Source: an optimization exercise on an open RTL-to-GDS flow (aim: small area and a short achievable clock period). Production flows keep margins and buffers that such runs may drop. In this exercise RTL edits were held to simulation tests only and were not proved equivalent to the original.

==> job 7593 <==
==> flow/design.v <==
package stack_cpu_pkg;
	typedef logic [15:0] word_t;
	typedef logic [2:0] reg_idx_t;
	typedef logic [3:0] opcode_t;
	localparam opcode_t OP_STACK     = 4'd0;
	localparam opcode_t OP_ALU       = 4'd1;
	localparam opcode_t OP_BR_ALWAYS = 4'd2;
	localparam opcode_t OP_BR_C      = 4'd3;
	localparam opcode_t OP_BR_NC     = 4'd4;
	localparam opcode_t OP_BR_Z      = 4'd5;
	localparam opcode_t OP_BR_NZ     = 4'd6;
	localparam opcode_t OP_BR_V      = 4'd7;
	localparam opcode_t OP_BR_NV     = 4'd8;
	localparam opcode_t OP_BR_S      = 4'd9;
	localparam opcode_t OP_BR_NS     = 4'd10;
	localparam opcode_t OP_CALL      = 4'd11;
	localparam opcode_t OP_RET       = 4'd12;
	typedef logic [1:0] alu_fn_t;
	localparam alu_fn_t ALU_ADD = 2'd0;
	localparam alu_fn_t ALU_NEG = 2'd1;
	localparam alu_fn_t ALU_OR  = 2'd2;
	localparam alu_fn_t ALU_NOT = 2'd3;
	localparam int NUM_REGS = 8;
	localparam int IMEM_WORDS = 256;
	localparam int DMEM_WORDS = 256;
	localparam int IMEM_AW = $clog2(IMEM_WORDS);
	localparam int DMEM_AW = $clog2(DMEM_WORDS);
	localparam word_t PC_RESET = 16'h0000;
	localparam word_t SP_RESET = 16'h01F8;
	localparam word_t PC_STEP = 16'd2;
endpackage
module stack_cpu (
	input logic clk,
	input logic reset,
	input logic run,
	input logic load_valid,
	input logic [stack_cpu_pkg::IMEM_AW-1:0] load_addr,
	input stack_cpu_pkg::word_t load_data,
	output logic load_ready,
	output stack_cpu_pkg::word_t pc,
	output stack_cpu_pkg::word_t instr,
	output logic wb_valid,
	output stack_cpu_pkg::reg_idx_t wb_reg,
	output stack_cpu_pkg::word_t wb_data,
	output logic mem_write,
	output stack_cpu_pkg::word_t mem_addr,
	output stack_cpu_pkg::word_t mem_data
);
	stack_cpu_pkg::word_t imem [stack_cpu_pkg::IMEM_WORDS];
	stack_cpu_pkg::word_t dmem [stack_cpu_pkg::DMEM_WORDS];
	stack_cpu_pkg::word_t regs [stack_cpu_pkg::NUM_REGS];
	stack_cpu_pkg::word_t sp;
	stack_cpu_pkg::word_t ir;
	stack_cpu_pkg::word_t tos_q;
	logic rst_q;
	logic carry_q, overflow_q, zero_q, sign_q;
	stack_cpu_pkg::word_t tos;
	stack_cpu_pkg::word_t pc_plus;
	stack_cpu_pkg::word_t target;
	stack_cpu_pkg::word_t sp_dec;
	stack_cpu_pkg::word_t sp_inc;
	stack_cpu_pkg::word_t rd_data;
	stack_cpu_pkg::word_t alu_result;
	stack_cpu_pkg::word_t pc_run;
	stack_cpu_pkg::word_t nos;
	logic [3:0] opcode;
	logic [2:0] rd;
	logic is_push, is_pop, is_alu, is_call, is_ret, is_branch;
	logic taken;
	logic alu_c, alu_v;
	logic [16:0] sum;
	logic [15:0] low_sum;
	localparam int SP_RESET_WORD = stack_cpu_pkg::SP_RESET[stack_cpu_pkg::DMEM_AW:1];
	assign instr = rst_q ? imem[0] : ir;
	assign tos = rst_q ? dmem[SP_RESET_WORD] : tos_q;
	assign opcode = instr[15:12];
	assign rd = instr[9:7];
	assign is_push = (opcode == stack_cpu_pkg::OP_STACK) & ~instr[10];
	assign is_pop = (opcode == stack_cpu_pkg::OP_STACK) & instr[10];
	assign is_alu = (opcode == stack_cpu_pkg::OP_ALU);
	assign is_call = (opcode == stack_cpu_pkg::OP_CALL);
	assign is_ret = (opcode == stack_cpu_pkg::OP_RET);
	assign is_branch = (opcode >= stack_cpu_pkg::OP_BR_ALWAYS) && (opcode <= stack_cpu_pkg::OP_BR_NS);
	always_comb
	begin
		case (opcode)
			stack_cpu_pkg::OP_BR_ALWAYS: taken = 1'b1;
			stack_cpu_pkg::OP_BR_C:      taken = carry_q;
			stack_cpu_pkg::OP_BR_NC:     taken = ~carry_q;
			stack_cpu_pkg::OP_BR_Z:      taken = zero_q;
			stack_cpu_pkg::OP_BR_NZ:     taken = ~zero_q;
			stack_cpu_pkg::OP_BR_V:      taken = overflow_q;
			stack_cpu_pkg::OP_BR_NV:     taken = ~overflow_q;
			stack_cpu_pkg::OP_BR_S:      taken = sign_q;
			stack_cpu_pkg::OP_BR_NS:     taken = ~sign_q;
			stack_cpu_pkg::OP_CALL:      taken = 1'b1;
			default:                     taken = 1'b0;
		endcase
	end
	assign pc_plus = pc + stack_cpu_pkg::PC_STEP;
	assign target = pc_plus + {{4{instr[11]}}, instr[11:0]};
	assign sp_dec = sp - stack_cpu_pkg::PC_STEP;
	assign sp_inc = sp + stack_cpu_pkg::PC_STEP;
	assign pc_run = is_ret ? tos : (taken ? target : pc_plus);
	assign rd_data = regs[rd];
	assign sum = {1'b0, rd_data} + {1'b0, tos};
	assign low_sum = {1'b0, rd_data[14:0]} + {1'b0, tos[14:0]};
	always_comb
	begin
		alu_c = 1'b0;
		alu_v = 1'b0;
		case (instr[11:10])
			stack_cpu_pkg::ALU_ADD:
			begin
				alu_result = sum[15:0];
				alu_c = sum[16];
				alu_v = sum[16] ^ low_sum[15];
			end
			stack_cpu_pkg::ALU_NEG: alu_result = (~tos) + 16'd1;
			stack_cpu_pkg::ALU_OR:  alu_result = rd_data | tos;
			default:                alu_result = ~tos;
		endcase
	end
	assign load_ready = ~run;
	assign wb_valid = run & (is_pop | is_alu);
	assign wb_reg = rd;
	assign wb_data = is_alu ? alu_result : tos;
	assign mem_write = run & (is_push | is_call);
	assign mem_addr = sp_dec;
	assign mem_data = is_call ? pc_plus : rd_data;
	assign nos = dmem[sp_inc[stack_cpu_pkg::DMEM_AW:1]];
	always_ff @(posedge clk or posedge reset)
	begin
		if (reset)
		begin
			pc <= stack_cpu_pkg::PC_RESET;
			sp <= stack_cpu_pkg::SP_RESET;
			carry_q <= 1'b0;
			overflow_q <= 1'b0;
			zero_q <= 1'b0;
			sign_q <= 1'b0;
			for (int i = 0; i < stack_cpu_pkg::NUM_REGS; i++)
				regs[i] <= '0;
		end
		else if (run)
		begin
			pc <= pc_run;
			if (is_push | is_call)
				sp <= sp_dec;
			else if (is_pop | is_ret)
				sp <= sp_inc;
			if (is_alu)
			begin
				carry_q <= alu_c;
				overflow_q <= alu_v;
				zero_q <= (alu_result == '0);
				sign_q <= alu_result[15];
			end
			if (is_pop | is_alu)
				regs[rd] <= wb_data;
		end
	end
	always_ff @(posedge clk or posedge reset)
	begin
		if (reset)
			rst_q <= 1'b1;
		else
			rst_q <= 1'b0;
	end
	always_ff @(posedge clk)
	begin
		if (run)
		begin
			ir <= imem[pc_run[stack_cpu_pkg::IMEM_AW:1]];
			if (is_push)
				tos_q <= rd_data;
			else if (is_call)
				tos_q <= pc_plus;
			else if (is_pop | is_ret)
				tos_q <= nos;
			else
				tos_q <= tos;
		end
		else
		begin
			if (load_valid && load_addr == pc[stack_cpu_pkg::IMEM_AW:1])
				ir <= load_data;
			else
				ir <= instr;
			tos_q <= tos;
		end
	end
	always_ff @(posedge clk)
	begin
		if (load_valid && !run)
			imem[load_addr] <= load_data;
		if (mem_write)
			dmem[sp_dec[stack_cpu_pkg::DMEM_AW:1]] <= mem_data;
	end
endmodule
==> flow/run.sh <==
#!/bin/bash
# synth_recipe.tcl (not shown) runs the flow's synth.tcl, then flattens the netlist and writes it again
# the make line also repeats each setting of config.mk as NAME=value (left out here)
make -C /OpenROAD-flow-scripts/flow DESIGN_CONFIG=/design/flow/config.mk WORK_HOME=/design/flow/orfs CLKGATE_MAP_FILE= SYNTH_SCRIPT=/design/flow/synth_recipe.tcl finish
==> flow/config.mk <==
export PLATFORM = sky130hd
export DESIGN_NAME = stack_cpu
export DESIGN_NICKNAME = stack_cpu
export VERILOG_FILES = /design/flow/design.v
export SDC_FILE = /design/flow/constraint.sdc
export NUM_CORES = 4
export LEC_CHECK = 0
export CAP_MARGIN = 20
export CORE_MARGIN = 2
export CORE_UTILIZATION = 30
export PLACE_DENSITY = 0.38
export SLEW_MARGIN = 20
==> flow/constraint.sdc <==
create_clock -name core_clock -period 15.0 [get_ports {clk}]
set_input_delay 3.0000 -clock core_clock [delete_from_list [all_inputs] [get_ports {clk}]]
set_output_delay 3.0000 -clock core_clock [all_outputs]
set_load 0.01 [all_outputs]
==> inputs of job 555, as changes to job 7593 <==
--- a/flow/design.v
+++ b/flow/design.v
@@ -52,6 +52,9 @@
 	stack_cpu_pkg::word_t sp;
 	stack_cpu_pkg::word_t ir;
 	stack_cpu_pkg::word_t tos_q;
+	stack_cpu_pkg::word_t rx;
+	stack_cpu_pkg::word_t ir_next;
+	logic [2:0] rd_next;
 	logic rst_q;
 	logic carry_q, overflow_q, zero_q, sign_q;
 	stack_cpu_pkg::word_t tos;
@@ -102,9 +105,25 @@
 	assign sp_dec = sp - stack_cpu_pkg::PC_STEP;
 	assign sp_inc = sp + stack_cpu_pkg::PC_STEP;
 	assign pc_run = is_ret ? tos : (taken ? target : pc_plus);
-	assign rd_data = regs[rd];
-	assign sum = {1'b0, rd_data} + {1'b0, tos};
-	assign low_sum = {1'b0, rd_data[14:0]} + {1'b0, tos[14:0]};
+	assign rd_data = rx;
+	logic [15:0] g0, p0, gk, pk;
+	always_comb
+	begin
+		g0 = rd_data & tos;
+		p0 = rd_data ^ tos;
+		gk = g0;
+		pk = p0;
+		for (int d = 1; d < 16; d = d * 2)
+		begin
+			for (int i = 15; i >= d; i--)
+			begin
+				gk[i] = gk[i] | (pk[i] & gk[i-d]);
+				pk[i] = pk[i] & pk[i-d];
+			end
+		end
+		sum = {gk[15], p0 ^ {gk[14:0], 1'b0}};
+		low_sum = {gk[14], 15'b0};
+	end
 	always_comb
 	begin
 		alu_c = 1'b0;
@@ -167,11 +186,30 @@
 		else
 			rst_q <= 1'b0;
 	end
+	always_comb
+	begin
+		if (run)
+			ir_next = imem[pc_run[stack_cpu_pkg::IMEM_AW:1]];
+		else if (load_valid && load_addr == pc[stack_cpu_pkg::IMEM_AW:1])
+			ir_next = load_data;
+		else
+			ir_next = instr;
+	end
+	assign rd_next = ir_next[9:7];
+	always_ff @(posedge clk or posedge reset)
+	begin
+		if (reset)
+			rx <= '0;
+		else if (wb_valid && rd_next == rd)
+			rx <= wb_data;
+		else
+			rx <= regs[rd_next];
+	end
 	always_ff @(posedge clk)
 	begin
+		ir <= ir_next;
 		if (run)
 		begin
-			ir <= imem[pc_run[stack_cpu_pkg::IMEM_AW:1]];
 			if (is_push)
 				tos_q <= rd_data;
 			else if (is_call)
@@ -183,10 +221,6 @@
 		end
 		else
 		begin
-			if (load_valid && load_addr == pc[stack_cpu_pkg::IMEM_AW:1])
-				ir <= load_data;
-			else
-				ir <= instr;
 			tos_q <= tos;
 		end
 	end
Settings changed: SETUP_SLACK_MARGIN from default to 5.
==> comparison table <==
| quantity | job 555 | job 7593 |
|---|---|---|
| Run status | no timing/DRC/antenna violations | no timing/DRC/antenna violations |
| Full die area | 1.12 mm^2 | 1.11 mm^2 |
| Top layer used by detailed routing | met5 | met4 |
| Final worst path period share | 0.639 | 0.762 |
| Combined area of all synthesized cells | 0.334 mm^2 | 0.330 mm^2 |
| Number of ordinary and repair buffers in the finished layout | 1065 | 1085 |
| Met3 WL post-DR | 46.0 mm | 54.9 mm |
| Average routed wire per standard cell | 32.1 um | 34.9 um |
| Clock latency (worst-skew pair) | 1.14 ns | 1.20 ns |
| FF-to-FF setup slack | 5.53 ns | 6.64 ns |
| Number of non-clock inverters | 96 | 83 |
| Layout filler cell count | 105000 | 103000 |
| Ratio of cells with drive above 1 in the final layout | 0.187 | 0.229 |
| Final design area excluding fillers | 0.386 mm^2 | 0.385 mm^2 |
| Diode count | 64 | 29 |
| Area used by multi-input combinational logic | 0.0782 mm^2 | 0.0766 mm^2 |
| Max Fclk | 104 MHz | 87.4 MHz |
| Cell count after synthesis | 20100 | 18100 |
| Total number of vias | 186000 | 178000 |
| Number of global-route vias before repair | 184000 | 179000 |
| Global-route wire length before repair | 1610 mm | 1620 mm |
| Number of detailed-route iterations in the first pass | 8 | 6 |

## afterwards: timing with drivers on the ports
The results above use ideal ports. As a check the final layouts listed here were re-extracted and re-timed, cells and wires unchanged.
Step 1, drivers: a clkbuf_16 drives clk and a buf_2 each remaining input, both assumed.
Step 2, shift: input delay + t, output delay - t, t = (earliest + latest rising clock arrival at the registers) / 2. This alone moves slack from input paths to output paths.
a / b / c = ideal ports / drivers / drivers and shift; a / b = the first two.
run	t, ns	setup WS [ns]	hold slack, ns	worst setup path after step 2	latest minus earliest clock arrival (ns)
job 7593	1.298	3.564 / 3.416 / 4.714	0.509 / 0.509 / 0.509	register to output	0.141 / 0.141
job 555	1.274	5.419 / 5.257 / 5.533	0.507 / 0.507 / 0.507	register to register	0.093 / 0.093
After both steps every run listed still meets setup and hold.
